This is an optimization exercise on Yosys and OpenROAD, whose aim is small area and a short achievable clock period, not a production implementation. Where RTL was checked, it was by simulation tests only, not by an equivalence proof against the original. Power is estimated from default activity; no workload was simulated.

Design wts_sound_core, start of the top module:
module wts_sound_core (
	input  logic                                clk,
	input  logic                                nreset,
	input  logic [wts_timing_pkg::NUM_CH-1:0]   key_on,
	input  logic [wts_timing_pkg::NUM_CH*wts_wave_pkg::FREQ_W-1:0] reg_frequency_count,   
	input  logic [wts_timing_pkg::NUM_CH*wts_wave_pkg::VOL_W-1:0]  reg_volume,            
	input  logic [wts_timing_pkg::NUM_CH*2-1:0]                    reg_enable,            
	input  logic [wts_wave_pkg::ID_W-1:0]       sram_id,
	input  logic [wts_wave_pkg::PHASE_W-1:0]    sram_a,
	input  logic [wts_wave_pkg::SAMPLE_W-1:0]   sram_d,
	input  logic                                sram_oe,
	input  logic                                sram_we,
	output logic [wts_wave_pkg::SAMPLE_W-1:0]   sram_q,
	output logic                                sram_q_en,
	output logic [wts_wave_pkg::OUT_W-1:0]      left_out,
	output logic [wts_wave_pkg::OUT_W-1:0]      right_out
);
	logic [wts_timing_pkg::SLOT_W-1:0]  slot;
	logic                               next_is_cpu;
	logic [wts_wave_pkg::RAM_AW-1:0]    play_addr_next;
	logic                               strobe;
	logic                               cpu_grant;
	logic                               ram_we;
	logic [wts_wave_pkg::SAMPLE_W-1:0]  ram_q;
	logic                               play_valid;
	logic [wts_timing_pkg::SLOT_W-1:0]  play_channel;
	logic [wts_wave_pkg::PHASE_W-1:0]   phase_next;
	logic [wts_wave_pkg::RAM_AW-1:0]    cpu_addr;
	logic [wts_wave_pkg::SAMPLE_W-1:0]  cpu_data;
	logic                               write_pending;
	wts_slot_arbiter u_slot_arbiter (
		.clk           (clk),
		.nreset        (nreset),
		.phase_next    (phase_next),
		.write_pending (write_pending),
		.slot          (slot),
		.cpu_grant     (cpu_grant),
		.next_is_cpu   (next_is_cpu),
		.play_addr_next (play_addr_next),
		.ram_we        (ram_we),
		.play_valid    (play_valid),
		.play_channel  (play_channel)
	);
	wts_cpu_port u_cpu_port (
		.clk           (clk),
		.nreset        (nreset),
		.sram_id       (sram_id),
		.sram_a        (sram_a),
		.sram_d        (sram_d),
		.sram_oe       (sram_oe),
		.sram_we       (sram_we),
		.cpu_grant     (cpu_grant),
		.ram_q         (ram_q),
		.cpu_addr      (cpu_addr),
		.strobe        (strobe),
  ...
Size in the first run: roughly 5400 cells after synthesis, ~2300 flip-flops, roughly 150 I/O pins, about 70000 µm² of cells after synthesis.
clock: 6.5 ns
lec_check: 0
cap_margin: 20
core_margin: 2
core_utilization: 40
cts_buf_list: sky130_fd_sc_hd__clkbuf_8
cts_cluster_diameter: 60
cts_cluster_size: 15
setup_slack_margin: 3.6
slew_margin: 20
standard.sh (not shown) runs the stock make flow with config.mk's settings and CLKGATE_MAP_FILE= SYNTH_SCRIPT=/design/flow/synth_recipe.tcl, a recipe that flattens the netlist after the stock synthesis.
==> flow/flow/run.sh <==
#!/bin/bash
set -euo pipefail
bash standard.sh BUFFER_PORTS_ARGS="-buffer_cell sky130_fd_sc_hd__buf_2" finish > standard_flow.log 2>&1
Then changed:
==> flow/flow/run.sh (replaced) <==
#!/bin/bash
set -euo pipefail
bash standard.sh \
	BUFFER_PORTS_ARGS="-buffer_cell sky130_fd_sc_hd__buf_2" \
	CTS_ARGS="-sink_clustering_enable -repair_clock_nets -sink_clustering_size 15 -sink_clustering_max_diameter 60 -buf_list sky130_fd_sc_hd__clkbuf_8 -dont_use_dummy_load" \
	finish > standard_flow.log 2>&1
Settings changed: SETUP_SLACK_MARGIN 3.6 to 3.8.
What happened:
- cell area is higher by about 2.8%
- clock skew rose by 66 ps
- sequential cell count is unchanged
- fmax went up by about 3.6%
- wire length rose by 3.6%
- global-route usage goes up by 0.51 points
- hold slack loses 50 ps
- total power goes down by about 1.4%
- die area stays the same
- worst setup slack improved by 100 ps
- utilization is higher by 1.3 points
Then changed:
Settings changed: CTS_BUF_LIST sky130_fd_sc_hd__clkbuf_8 to unset, CTS_CLUSTER_DIAMETER 60 to unset, CTS_CLUSTER_SIZE 15 to unset, PLACE_DENSITY set to 0.65, SETUP_SLACK_MARGIN 3.8 to 3.6.
Outcome:
- count of clock-buffer cells in the layout fell by 3
- power drops slightly
- die area does not change
- core utilization went down by 1.6 points
- worst setup slack is worse by 150 ps
- sequential share of layout area went up by 2.1 points
- global-route usage went down by 1.7 points
- clock skew rose by 25 ps
- combinational power came out lower by roughly a tenth
Then changed:
==> flow/flow/run.sh (replaced) <==
#!/bin/bash
set -euo pipefail
bash standard.sh \
	BUFFER_PORTS_ARGS="-buffer_cell sky130_fd_sc_hd__buf_2" \
	CTS_ARGS="-sink_clustering_enable -repair_clock_nets -sink_clustering_size 20 -sink_clustering_max_diameter 60 -buf_list sky130_fd_sc_hd__clkbuf_16 -dont_use_dummy_load" \
	finish > standard_flow.log 2>&1
Settings changed: CTS_BUF_LIST set to sky130_fd_sc_hd__clkbuf_8, CTS_CLUSTER_DIAMETER set to 60, CTS_CLUSTER_SIZE set to 15, PLACE_DENSITY 0.65 to unset.
Setup slack improved by 11 ps.
Synthesized cell count stays the same.
Global-route usage grows by 1.1 points.
Cell area grows by 1.6%.
Routed wire length grows by about 3%.
Non-clock buffer count shrinks by 12.
Total power grows by about 8%.
Clock power grows by about 27%.

========
## rev 12
Another version of the RTL of wts_sound_core (not shown whole).
For scale: ~150 I/O pins, about 69000 um^2 of cells after synthesis.
==> flow/design.v (excerpt) <==
module wts_sound_core (
	input  logic                                clk,
	input  logic                                nreset,
	input  logic [wts_timing_pkg::NUM_CH-1:0]   key_on,
	input  logic [wts_timing_pkg::NUM_CH*wts_wave_pkg::FREQ_W-1:0] reg_frequency_count,   
	input  logic [wts_timing_pkg::NUM_CH*wts_wave_pkg::VOL_W-1:0]  reg_volume,            
	input  logic [wts_timing_pkg::NUM_CH*2-1:0]                    reg_enable,            
	input  logic [wts_wave_pkg::ID_W-1:0]       sram_id,
	input  logic [wts_wave_pkg::PHASE_W-1:0]    sram_a,
	input  logic [wts_wave_pkg::SAMPLE_W-1:0]   sram_d,
	input  logic                                sram_oe,
	input  logic                                sram_we,
	output logic [wts_wave_pkg::SAMPLE_W-1:0]   sram_q,
	output logic                                sram_q_en,
	output logic [wts_wave_pkg::OUT_W-1:0]      left_out,
	output logic [wts_wave_pkg::OUT_W-1:0]      right_out
);
export LEC_CHECK = 0
export CAP_MARGIN = 20
export CORE_MARGIN = 2
export CORE_UTILIZATION = 40
export SETUP_SLACK_MARGIN = 3.6
export SLEW_MARGIN = 20
create_clock -name core_clock -period 6.5 [get_ports {clk}]
run.sh (not shown) runs the stock make flow with config.mk's settings and CLKGATE_MAP_FILE= SYNTH_SCRIPT=/design/flow/synth_recipe.tcl, a recipe that flattens the netlist after the stock synthesis.
Stock flow here: none of the scripts above is used.
The final layout from rev 12, which completed every stage, passed the timing, DRC and antenna checks at the end of the flow.
Input changes introduced in rev 13 (baseline for comparison: rev 12):
- SETUP_SLACK_MARGIN: 3.6 -> unset
--- outcome ---
Rev 13 vs rev 12, capturing instance or port of the critical path: u_wave_ram.rd_sel_hi[11] vs u_channel_mixer.left_out[11]. Re tightest slew margin relative to the limit: rev 13 is 4.2 points down on rev 12. Wire length of the first global-routing pass, rev 13 vs rev 12: down slightly. Routability congestion estimate of rev 13 exceeds that of rev 12 by a few percent.
No functional check of the RTL was part of any run of this note.

## static timing again, ports no longer ideal
The results above use ideal ports. As a check the final layouts listed here were re-extracted and re-timed, cells and wires unchanged.
Step 1 sets driving cells, clkbuf_16 on the clock port and buf_2 on the other inputs (assumed; they add their load-dependent delay and slew).
Step 2 also shifts input and output timing later by t, the mid clock arrival at the registers, as if the neighbouring blocks saw the same clock.
Three values: ideal ports, drivers, drivers and shift; two values: the first two.
run | t, ns | setup slack, ns | worst data-port slew with drivers (ns)
the first run of note 1 | 1.027 | 3.566 / 3.566 / 2.616 | 0.10
the second run of note 1 | 1.016 | 3.667 / 3.617 / 2.678 | 0.08
the third run of note 1 | 0.995 | 3.517 / 3.517 / 2.678 | 0.11
the fourth run of note 1 | 0.867 | 3.528 / 3.528 / 2.755 | 0.11
rev 12 | 0.910 | 3.041 / 3.041 / 2.552 | 0.09
rev 13 | 0.908 | 2.141 / 2.200 / 1.292 | 0.08
After both steps every run listed still meets setup and hold. For the second run of note 1, which loses most, drivers alone change the setup slack by -0.050 ns; drivers and shift together by -0.989 ns.
